From an optimization exercise on the open Yosys and OpenROAD flow, aimed at small area, a short achievable clock period and few clock cycles per item; shortcuts taken in it are not production practice.
Function was checked by simulation only, so behaviour that the tests miss may differ from the original.

== try-amber ==
==> flow/design.v (excerpt) <==
module des_core
(
	input  logic        clk,
	input  logic        rst,
	input  logic        i_start,
	input  logic        i_mode,
	input  logic [63:0] i_key,
	input  logic [63:0] i_block,
	output logic        o_valid,
	output logic [63:0] o_block
);
	logic       act;
	logic       vld;
	logic [3:0] cnt;
	logic       mode_q;
	logic       act_next;
	logic       vld_next;
	logic       mode_next;
	logic       one_next;
	logic       sel_l1, sel_l2, sel_r1, sel_r2;
	assign vld_next  = act && !vld && (cnt == 4'd15);
	assign act_next  = act ? !vld : i_start;
	assign mode_next = act ? mode_q : i_mode;
	assign one_next  = !act || (cnt == 4'd6) || (cnt == 4'd13) || (cnt == 4'd14);
	always_ff @(posedge clk or posedge rst)
	begin
		if (rst)
		begin
			act    <= 1'b0;
			vld    <= 1'b0;
			sel_l1 <= 1'b0;
			sel_l2 <= 1'b0;
			sel_r1 <= 1'b0;
			sel_r2 <= 1'b0;
		end
		else
		begin
			act    <= act_next;
			vld    <= vld_next;
			sel_l1 <= act_next && !mode_next && one_next;
			sel_l2 <= act_next && !mode_next && !one_next;
			sel_r1 <= act_next && mode_next && one_next;
			sel_r2 <= act_next && mode_next && !one_next;
		end
	end
	always_ff @(posedge clk)
	begin
		mode_q <= mode_next;
  ...
Size in the first run: ~1100 cells after synthesis, about 130 flip-flops, ~200 I/O pins, ~9100 µm² of cells after synthesis.
clock: 4.0 ns
lec_check: 0
cap_margin: 5
core_margin: 2
core_utilization: 40
cts_buf_list: sky130_fd_sc_hd__clkbuf_4 sky130_fd_sc_hd__clkbuf_8
setup_slack_margin: 1.5
slew_margin: 5
standard.sh (not shown) runs the stock make flow with config.mk's settings and CLKGATE_MAP_FILE= SYNTH_SCRIPT=/design/flow/synth_recipe.tcl, a recipe that flattens the netlist after the stock synthesis.
==> flow/flow/run.sh <==
#!/bin/bash
# Own layout flow: the standard ORFS flow with two changes.
#  1. Synthesis: ORFS's synthesis script unchanged, but with an area-oriented ABC
#     script (flow/abc_map.script) and without the half/full-adder extraction.
#     a222oi is not used: its pins are hard to reach for the router.
#  2. Port buffers: buffer_ports uses the smallest buffer (buf_1).
#  3. Clock tree: clkbuf_4/clkbuf_8 only, and no dummy loads.
# Every tool's output goes to the ORFS logs under orfs/logs and to flow_*.log here.
set -euo pipefail
WORK=$(pwd)
R=$WORK/orfs/results/$FLOW_PLATFORM/des_core/base

# private copy of the ORFS scripts folder for synthesis, with our ABC script
rm -rf "$WORK/synth_scripts"
cp -r "$FLOW_HOME/scripts" "$WORK/synth_scripts"
cp "$WORK/flow/abc_map.script" "$WORK/synth_scripts/abc_area.script"
sed -i 's/^set lib_dont_use_args ""$/set lib_dont_use_args "-dont_use sky130_fd_sc_hd__a222oi_1"/' \
	"$WORK/synth_scripts/synth_preamble.tcl"
grep -q 'a222oi' "$WORK/synth_scripts/synth_preamble.tcl"

SCRIPTS_DIR="$WORK/synth_scripts" ABC_AREA=1 ADDER_MAP_FILE= \
	bash standard.sh synth > "$WORK/flow_synth.log" 2>&1

BUFFER_PORTS_ARGS="-buffer_cell sky130_fd_sc_hd__buf_1" \
	CTS_ARGS="-sink_clustering_enable -repair_clock_nets -buf_list {sky130_fd_sc_hd__clkbuf_4 sky130_fd_sc_hd__clkbuf_8} -dont_use_dummy_load" \
	bash standard.sh > "$WORK/flow_layout.log" 2>&1
==> flow/flow/abc_map.script <==
strash; &get -n; &fraig -x; &put; dc2; strash; &get -n; &dch -f; &nf -R 0; &put
try-amber: no failed stages, no open violations at the end
Testbench counts of try-amber, summed over its fixed seeds: cycles 43,200, items 2,400.
#### Input delta (try-indigo over try-amber)
--- a/flow/flow/run.sh
+++ b/flow/flow/run.sh
@@ -6,3 +6,2 @@
 #  2. Port buffers: buffer_ports uses the smallest buffer (buf_1).
-#  3. Clock tree: clkbuf_4/clkbuf_8 only, and no dummy loads.
 # Every tool's output goes to the ORFS logs under orfs/logs and to flow_*.log here.
@@ -24,3 +23,2 @@
 BUFFER_PORTS_ARGS="-buffer_cell sky130_fd_sc_hd__buf_1" \
-	CTS_ARGS="-sink_clustering_enable -repair_clock_nets -buf_list {sky130_fd_sc_hd__clkbuf_4 sky130_fd_sc_hd__clkbuf_8} -dont_use_dummy_load" \
 	bash standard.sh > "$WORK/flow_layout.log" 2>&1
==> flow/flow/abc_map.script <==
strash; &get -n; &fraig -x; &put; dc2; strash; &get -n; &dch -f; &nf -R 1000; &put
--- a/flow/config.mk
+++ b/flow/config.mk
@@ -7,7 +7,8 @@
 export LEC_CHECK = 0
-export CAP_MARGIN = 5
+export CAP_MARGIN = 20
 export CORE_MARGIN = 2
-export CORE_UTILIZATION = 40
+export CORE_UTILIZATION = 55
 export CTS_BUF_LIST = sky130_fd_sc_hd__clkbuf_4 sky130_fd_sc_hd__clkbuf_8
-export SETUP_SLACK_MARGIN = 1.5
-export SLEW_MARGIN = 5
+export SETUP_SLACK_MARGIN = 1.6
+export SLEW_MARGIN = 20
+export TNS_END_PERCENT = 5
- Comparing try-amber and try-indigo, the lower fraction of layout instances using a drive strength above 1 is on try-amber.
- Looking at die footprint, try-indigo sits below try-amber.
- When try-indigo is measured against try-amber, its count of cell instances traversed by the critical path turns out 5 lower.
Changes in try-tundra relative to try-indigo:
--- a/flow/flow/run.sh
+++ b/flow/flow/run.sh
@@ -6,2 +6,3 @@
 #  2. Port buffers: buffer_ports uses the smallest buffer (buf_1).
+#  3. Clock tree: clkbuf_4/clkbuf_8 only, and no dummy loads.
 # Every tool's output goes to the ORFS logs under orfs/logs and to flow_*.log here.
@@ -23,2 +24,3 @@
 BUFFER_PORTS_ARGS="-buffer_cell sky130_fd_sc_hd__buf_1" \
+	CTS_ARGS="-sink_clustering_enable -repair_clock_nets -buf_list {sky130_fd_sc_hd__clkbuf_4 sky130_fd_sc_hd__clkbuf_8} -dont_use_dummy_load" \
 	bash standard.sh > "$WORK/flow_layout.log" 2>&1
--- a/flow/config.mk
+++ b/flow/config.mk
@@ -11,4 +11,3 @@
 export CTS_BUF_LIST = sky130_fd_sc_hd__clkbuf_4 sky130_fd_sc_hd__clkbuf_8
-export SETUP_SLACK_MARGIN = 1.6
+export SETUP_SLACK_MARGIN = 1.5
 export SLEW_MARGIN = 20
-export TNS_END_PERCENT = 5
--- outcome ---
try-tundra reached the end of the flow, and the finished layout is clean on the timing, DRC and antenna checks. Final period utilization (higher): try-indigo. try-tundra gives more share of the final layout cell area in sequential cells than try-indigo did. Final worst-path setup slack, try-indigo and try-tundra: higher on try-tundra. In the flow results for try-indigo and try-tundra, the area growth from synthesis to layout is larger on try-indigo. Cmp try-indigo and try-tundra / time the worst path needs with I/O delays and setup / lower: try-tundra. | finished layout cell area | try-tundra vs try-indigo | better |. Between try-tundra and try-indigo, it is try-tundra whose routed via count divided by cell count is higher, by 0.043.
The following lists how try-onyx was set up differently from try-tundra:
--- a/flow/config.mk
+++ b/flow/config.mk
@@ -7,7 +7,7 @@
 export LEC_CHECK = 0
-export CAP_MARGIN = 20
+export CAP_MARGIN = 5
 export CORE_MARGIN = 2
-export CORE_UTILIZATION = 55
+export CORE_UTILIZATION = 40
 export CTS_BUF_LIST = sky130_fd_sc_hd__clkbuf_4 sky130_fd_sc_hd__clkbuf_8
 export SETUP_SLACK_MARGIN = 1.5
-export SLEW_MARGIN = 20
+export SLEW_MARGIN = 5
--- outcome ---
- Between try-onyx and try-tundra, the sequential cell area share is lower for try-onyx.
- | wire length the detailed router placed on met1 | try-onyx vs try-tundra | about 13% higher |
- Compared to try-tundra, try-onyx has logic depth of the worst register-to-register path 7 lower.
- Looking at area of the die, try-onyx sits about 36% higher than try-tundra does.
- try-onyx has largest net degree at the start of global routing above what try-tundra had.
- In the tables for try-onyx and try-tundra, synthesis-to-finish area growth reads higher with try-onyx.

========
des_core, a different RTL version from the one above (not shown whole).
Size: about 2,100 cells after synthesis, ~200 I/O pins, roughly 12,000 um^2 of cells after synthesis.
## des_core
module des_core
(
	input  logic        clk,
	input  logic        rst,
	input  logic        i_start,
	input  logic        i_mode,
	input  logic [63:0] i_key,
	input  logic [63:0] i_block,
	output logic        o_valid,
	output logic [63:0] o_block
);
==> flow/config.mk <==
export PLATFORM = sky130hd
export DESIGN_NAME = des_core
export DESIGN_NICKNAME = des_core
export VERILOG_FILES = /design/flow/design.v
export SDC_FILE = /design/flow/constraint.sdc
export NUM_CORES = 4
export LEC_CHECK = 0
export ABC_AREA = 1
export CAP_MARGIN = 20
export CORE_MARGIN = 2
export CORE_UTILIZATION = 55
export SLEW_MARGIN = 20
==> flow/constraint.sdc <==
create_clock -name core_clock -period 4.0 [get_ports {clk}]
set_input_delay 0.8000 -clock core_clock [delete_from_list [all_inputs] [get_ports {clk}]]
set_output_delay 0.8000 -clock core_clock [all_outputs]
set_load 0.01 [all_outputs]
run.sh (not shown) runs the stock make flow with config.mk's settings and CLKGATE_MAP_FILE= SYNTH_SCRIPT=/design/flow/synth_recipe.tcl, a recipe that flattens the netlist after the stock synthesis.
Stock flow here: none of the scripts above is used.
The baseline ran to the end with no violations.
Testbench counts at the start, summed over its fixed seeds: cycles 43,200, items 2,400.
Edit:
==> flow/flow/run.sh (new file) <==
#!/bin/bash
# Own layout flow: the standard ORFS flow with two changes.
#  1. Synthesis: ORFS's synthesis script unchanged, but with an area-oriented ABC
#     script (flow/abc_map.script) and without the half/full-adder extraction.
#  2. Port buffers: buffer_ports uses the smallest buffer (buf_1).
# Every tool's output goes to the ORFS logs under orfs/logs and to flow_*.log here.
set -euo pipefail
WORK=$(pwd)
R=$WORK/orfs/results/$FLOW_PLATFORM/des_core/base

# private copy of the ORFS scripts folder for synthesis, with our ABC script
rm -rf "$WORK/synth_scripts"
cp -r "$FLOW_HOME/scripts" "$WORK/synth_scripts"
cp "$WORK/flow/abc_map.script" "$WORK/synth_scripts/abc_area.script"

SCRIPTS_DIR="$WORK/synth_scripts" ABC_AREA=1 ADDER_MAP_FILE= \
	bash standard.sh synth > "$WORK/flow_synth.log" 2>&1

BUFFER_PORTS_ARGS="-buffer_cell sky130_fd_sc_hd__buf_1" \
	bash standard.sh > "$WORK/flow_layout.log" 2>&1
==> flow/flow/abc_map.script (new file) <==
strash; ifraig; dc2; dch -f; map -a; topo
==> flow/standard.sh (new file) <==
#!/bin/bash
# synth_recipe.tcl (not shown) runs the flow's synth.tcl, then flattens the netlist and writes it again
# the make line also repeats each setting of config.mk as NAME=value (left out here)
make -C /OpenROAD-flow-scripts/flow DESIGN_CONFIG=/design/flow/config.mk WORK_HOME=/design/flow/orfs CLKGATE_MAP_FILE= SYNTH_SCRIPT=/design/flow/synth_recipe.tcl "${@:-finish}"
--- a/flow/config.mk
+++ b/flow/config.mk
@@ -6,7 +6,7 @@
 export NUM_CORES = 4
 export LEC_CHECK = 0
-export ABC_AREA = 1
 export CAP_MARGIN = 20
 export CORE_MARGIN = 2
 export CORE_UTILIZATION = 55
+export SETUP_SLACK_MARGIN = 1.5
 export SLEW_MARGIN = 20
removed: flow/run.sh
What happened:
- The new run ran to the end with no violations
- flip-flop and latch count is unchanged
- cell area decreases by about a fifth
- clock-buffer cell count increases by 4
- critical path depth increases by 4
- worst hold slack got worse by 280 ps
- via count decreases by about a fifth
- worst setup slack improved by 560 ps
- utilization increases by 3.7 points
- routed wire length decreases by about a fifth
- cell count decreases by a quarter to a third
Edit:
==> flow/run.sh (new file) <==
#!/bin/bash
# synth_recipe.tcl (not shown) runs the flow's synth.tcl, then flattens the netlist and writes it again
# the make line also repeats each setting of config.mk as NAME=value (left out here)
make -C /OpenROAD-flow-scripts/flow DESIGN_CONFIG=/design/flow/config.mk WORK_HOME=/design/flow/orfs CLKGATE_MAP_FILE= SYNTH_SCRIPT=/design/flow/synth_recipe.tcl finish
--- a/flow/config.mk
+++ b/flow/config.mk
@@ -8,5 +8,4 @@
 export CAP_MARGIN = 20
 export CORE_MARGIN = 2
-export CORE_UTILIZATION = 55
-export SETUP_SLACK_MARGIN = 1.5
+export CORE_UTILIZATION = 65
 export SLEW_MARGIN = 20
removed: flow/flow/run.sh
removed: flow/flow/abc_map.script
removed: flow/standard.sh
Global-route usage came out higher by 0.98 points.
Critical path depth rises by 2.

afterwards: timing with drivers on the ports:
The flow's constraints put no driver on any port. The routed layouts listed below were extracted and timed again, unchanged, in two steps. Step 1 (the two cells are an assumption about what drives the block):
set clk [get_ports {clk}]
set_driving_cell -lib_cell sky130_fd_sc_hd__clkbuf_16 $clk
set_driving_cell -lib_cell sky130_fd_sc_hd__buf_2 [delete_from_list [all_inputs] $clk]
Step 2 also shifts input and output timing later by t, the mid clock arrival at the registers, as if the neighbouring blocks saw the same clock. Slacks: ideal ports / drivers / drivers and shift; pairs: ideal ports / drivers.
run	t (ns)	slack for setup (ns)	worst setup path after step 2	slew at the worst register clock pin (ns)
try-amber	0.494	1.582 / 1.582 / 1.511	input to register	0.08 / 0.08
try-indigo	0.497	1.558 / 1.519 / 1.531	input to register	0.09 / 0.09
try-tundra	0.474	1.583 / 1.543 / 1.549	input to register	0.09 / 0.09
try-onyx	0.489	1.611 / 1.611 / 1.439	input to register	0.10 / 0.10
the first run of note 2	0.482	0.986 / 0.936 / 1.004	input to register	0.07 / 0.07
the second run of note 2	0.469	1.546 / 1.546 / 1.425	input to register	0.06 / 0.06
the third run of note 2	0.473	0.887 / 0.887 / 0.887	register to register	0.07 / 0.07
After both steps setup and hold are still met in every run listed. For try-onyx, which loses most, drivers alone change the setup slack by 0.000 ns; drivers and shift together by -0.172 ns.
